Source: an optimization exercise on an open RTL-to-GDS flow (aim: small area). Production flows keep margins and buffers that such runs may drop.
Function was checked by simulation only, so behaviour that the tests miss may differ from the original.
Power is estimated from default activity; no workload was simulated.

==> violet: inputs <==
Design csr_unit, start of the top module:
module csr_unit
#(
    parameter int PC_WIDTH = 39
) (
    input  logic                   clk,
    input  logic                   rst,
    input  logic                   csr_we_i,
    input  logic [11:0]              csr_waddr_i,
    input  logic [11:0]              csr_raddr_i,
    input  logic [63:0]              csr_wdata_i,
    input  logic                   excp_valid_i,
    input  logic [4:0] excp_cause_i,
    input  logic [63:0]              excp_tval_i,
    input  logic [PC_WIDTH-1:0]    excp_pc_i,
    input  logic                   mret_i,
    input  logic                   sret_i,
    input  logic                   commit_first_i,
    input  logic                   commit_second_i,
    output logic [63:0]              rdata_o,
    output logic                   readable_o,
    output logic                   writeable_o,
    output logic [PC_WIDTH-1:0]    redirect_pc_o,
    output logic [1:0]             priv_mode_o,
    output logic [63:0]              mstatus_o
);
    logic [1:0]  cur_mode, mpp;
    logic        mie, mpie, sie, spie, spp, sum, mxr;
    logic [15:0] medeleg;
    logic [63:0] mtvec, stvec, mscratch, sscratch, mtval, stval, mcycle, minstret;
    logic [PC_WIDTH-1:1] mepc, sepc;
    logic [4:0]  mcause, scause;  
    logic [3:0] code;
    logic       deleg, mt, st, mr, sr, tc;
    assign code  = excp_cause_i[3:0];
  ...
export LEC_CHECK = 0
export CAP_MARGIN = 20
export CORE_MARGIN = 2
export CORE_UTILIZATION = 70
export SETUP_SLACK_MARGIN = 0.1
export SLEW_MARGIN = 20
export SYNTH_HIERARCHICAL = 1
export SYNTH_MINIMUM_KEEP_SIZE = 0
create_clock -name core_clock -period 5.5 [get_ports {clk}]
standard.sh (not shown) runs the stock make flow with config.mk's settings and CLKGATE_MAP_FILE= SYNTH_SCRIPT=/design/flow/synth_recipe.tcl, a recipe that flattens the netlist after the stock synthesis.
==> flow/flow/run.sh <==
#!/bin/bash
# Layout flow: the standard layout (standard.sh) with
#  - synthesis mapped by an area-oriented abc script (flow/synth.tcl, flow/abc_area.script);
#    registers are mapped exactly as in the standard synthesis (abc maps only logic)
#  - the port buffers made of sky130_fd_sc_hd__buf_1 instead of the default pick
#  - a clock tree of small clusters of clkbuf_4, without dummy loads
#  - the constant outputs left on the one tie cell synthesis gives them
set -euo pipefail
F=$PWD/flow
export MY_ABC_SCRIPT=$F/abc_area.script
bash standard.sh SYNTH_SCRIPT=$F/synth.tcl \
  "BUFFER_PORTS_ARGS=-buffer_cell sky130_fd_sc_hd__buf_1" \
  "CTS_ARGS=-sink_clustering_enable -repair_clock_nets -buf_list sky130_fd_sc_hd__clkbuf_4 -sink_clustering_size 10 -sink_clustering_max_diameter 40 -dont_use_dummy_load" \
  SKIP_REPAIR_TIE_FANOUT=1 \
  finish > standard.log 2>&1
==> flow/flow/abc_area.script <==
&get -n
&st
&dc2
&synch2
&nf -a -R 1000
&st
&dch -f
&nf -a -R 1000
&put
topo
stime -c
==> flow/flow/synth.tcl <==
# The standard flow's synthesis script (synth_recipe.tcl), with abc run on an area-oriented
# script (flow/abc_area.script) in place of ORFS's speed script, and the
# high-fanout control drivers sized up.
proc synth {args} { yosys synth -nofsm -noshare {*}$args }
proc abc {args} {
  set i [lsearch -exact $args -script]
  if { $i >= 0 && [info exists ::env(MY_ABC_SCRIPT)] } {
    set args [lreplace $args [expr {$i+1}] [expr {$i+1}] $::env(MY_ABC_SCRIPT)]
  }
  yosys abc {*}$args
}
source $::env(SCRIPTS_DIR)/synth.tcl
# abc maps csr_and2, the driver of each high-fanout control, to the weakest and2;
# give it and2_4, which drives a whole 64-bit register's load/hold gates.
yosys select -assert-count 1 csr_and2/t:*
yosys select -assert-count 1 csr_and2/t:sky130_fd_sc_hd__and2_*
yosys chtype -set sky130_fd_sc_hd__and2_4 csr_and2/t:sky130_fd_sc_hd__and2_*
# left out here: clear keep_hierarchy, flatten, clean up, hide names made inside functions, write 1_2_yosys.v
==> amber: changes against violet <==
--- a/flow/design.v
+++ b/flow/design.v
@@ -665,10 +665,11 @@
 );
     logic [1:0]  cur_mode, mpp;
     logic        mie, mpie, sie, spie, spp, sum, mxr;
     logic [15:0] medeleg;
     logic [63:0] mtvec, stvec, mscratch, sscratch, mtval, stval, mcycle, minstret;
+    logic        mtval_z;  
     logic [PC_WIDTH-1:1] mepc, sepc;
     logic [4:0]  mcause, scause;  
     logic [3:0] code;
     logic       deleg, mt, st, mr, sr, tc;
     assign code  = excp_cause_i[3:0];
@@ -722,11 +723,11 @@
     assign t_medeleg  = ~(w_medeleg  | rst);
     csr_and2 u_t_mtvec (.a(~w_mtvec), .b(nrst), .y(t_mtvec));
     csr_and2 u_t_stvec (.a(~w_stvec), .b(nrst), .y(t_stvec));
     csr_and2 u_t_mscratch (.a(~w_mscratch), .b(nrst), .y(t_mscratch));
     csr_and2 u_t_sscratch (.a(~w_sscratch), .b(nrst), .y(t_sscratch));
-    csr_and2 u_t_mtval (.a(~(w_mtval | mt)), .b(nrst), .y(t_mtval));  
+    csr_and2 u_t_mtval (.a(~w_mtval), .b(nrst), .y(t_mtval));
     logic s_stval, l_stval, t_stval;
     csr_and2 u_s_stval (.a(w_stval),         .b(nrst), .y(s_stval));
     csr_and2 u_l_stval (.a(st & tc),         .b(nrst), .y(l_stval));
     csr_and2 u_t_stval (.a(~(w_stval | st)), .b(nrst), .y(t_stval));
     logic s_mepc, t_mepc, s_sepc, t_sepc;
@@ -771,10 +772,12 @@
         stval    <= stval_d;
         mepc     <= mepc_d;
         sepc     <= sepc_d;
         mcause   <= mcause_d;
         scause   <= scause_d;
+        if (w_mtval | rst)    mtval_z  <= 1'b0;
+        else if (mt)          mtval_z  <= 1'b1;
     end
     logic [63:0] cyc_c, ins_c;
     logic [7:0]  cyc_g, ins_g, cyc_bc, ins_bc;
     logic        ins_c1;
     assign ins_c1 = (minstret[0] & commit_first_i) | (minstret[0] & commit_second_i) |
@@ -915,18 +918,18 @@
     assign r_medeleg = h3 & l02;
     assign r_mcause  = h3 & l42;
     assign r_scause  = h1 & l42;
     assign r_cycle   = hc & l00;
     logic r_mtvec, r_stvec, r_mscratch, r_sscratch, r_mepc, r_sepc;
-    logic r_mtval, r_stval, r_cyc, r_minstret;
+    logic r_mtval_v, r_stval, r_cyc, r_minstret;
     csr_and2 u_r_mtvec    (.a(h3),       .b(l05),             .y(r_mtvec));
     csr_and2 u_r_stvec    (.a(h1),       .b(l05),             .y(r_stvec));
     csr_and2 u_r_mscratch (.a(h3),       .b(l40),             .y(r_mscratch));
     csr_and2 u_r_sscratch (.a(h1),       .b(l40),             .y(r_sscratch));
     csr_and2 u_r_mepc     (.a(h3),       .b(l41),             .y(r_mepc));
     csr_and2 u_r_sepc     (.a(h1),       .b(l41),             .y(r_sepc));
-    csr_and2 u_r_mtval    (.a(h3),       .b(l43),             .y(r_mtval));
+    csr_and2 u_r_mtval    (.a(h3),       .b(l43 & ~mtval_z),  .y(r_mtval_v));
     csr_and2 u_r_stval    (.a(h1),       .b(l43),             .y(r_stval));
     csr_and2 u_r_cyc      (.a(hb | hc),  .b(l00),             .y(r_cyc));
     csr_and2 u_r_minstret (.a(hb),       .b(l02),             .y(r_minstret));
     csr_read_mux u_read_mux (
         .r_mstatus  (r_mstatus),
@@ -938,11 +941,11 @@
         .r_sscratch (r_sscratch),
         .r_mepc     (r_mepc),
         .r_sepc     (r_sepc),
         .r_mcause   (r_mcause),
         .r_scause   (r_scause),
-        .r_mtval    (r_mtval),
+        .r_mtval    (r_mtval_v),
         .r_stval    (r_stval),
         .r_cyc      (r_cyc),
         .r_minstret (r_minstret),
         .mie(mie), .mpie(mpie), .sie(sie), .spie(spie), .spp(spp), .sum(sum), .mxr(mxr),
         .mpp(mpp), .medeleg(medeleg),
==> flow/flow/abc_area.script (replaced) <==
&get -n
&st
&dch
&nf -a
&put
topo
stime -c
--- a/flow/config.mk
+++ b/flow/config.mk
@@ -5,10 +5,10 @@
 export SDC_FILE = /design/flow/constraint.sdc
 export NUM_CORES = 4
 export LEC_CHECK = 0
 export CAP_MARGIN = 20
 export CORE_MARGIN = 2
-export CORE_UTILIZATION = 70
+export CORE_UTILIZATION = 35
 export SETUP_SLACK_MARGIN = 0.1
 export SLEW_MARGIN = 20
 export SYNTH_HIERARCHICAL = 1
 export SYNTH_MINIMUM_KEEP_SIZE = 0
==> comparison <==
- Synthesized cell count: violet is lower than amber (about 0.45%).
- Sequential power is about the same in violet and amber.
- Total power: violet is smaller than amber (about 4%).
- Clock-buffer cell count: amber is higher than violet (21).

[static timing again, ports no longer ideal]
Ports are ideal in the flow. The routed layouts listed here were re-timed in OpenROAD.
Step 1: set_driving_cell puts a clkbuf_16 on clk and a buf_2 on each other input, an assumption about the parent block.
Step 2 moves the port delays by t, midway between the first and last clock arrival at a register: inputs arrive t later, outputs are due t later. That takes back most of the time a late clock gives input paths.
a / b / c = ideal / step 1 / step 2; a / b = the first two.
| run | t, ns | setup WS [ns] | worst setup path after step 2 | pins driven straight from the clock port |
|---|---|---|---|---|
| violet | 0.885 | 0.598 / 0.568 / 0.076 | input to register | 1 |
| amber | 0.913 | 0.273 / 0.214 / 0.214 | input to output | 1 |
After both steps every run listed still meets setup and hold. The setup slack of violet, which loses most, moves by -0.030 ns with the drivers and by -0.522 ns with both steps.
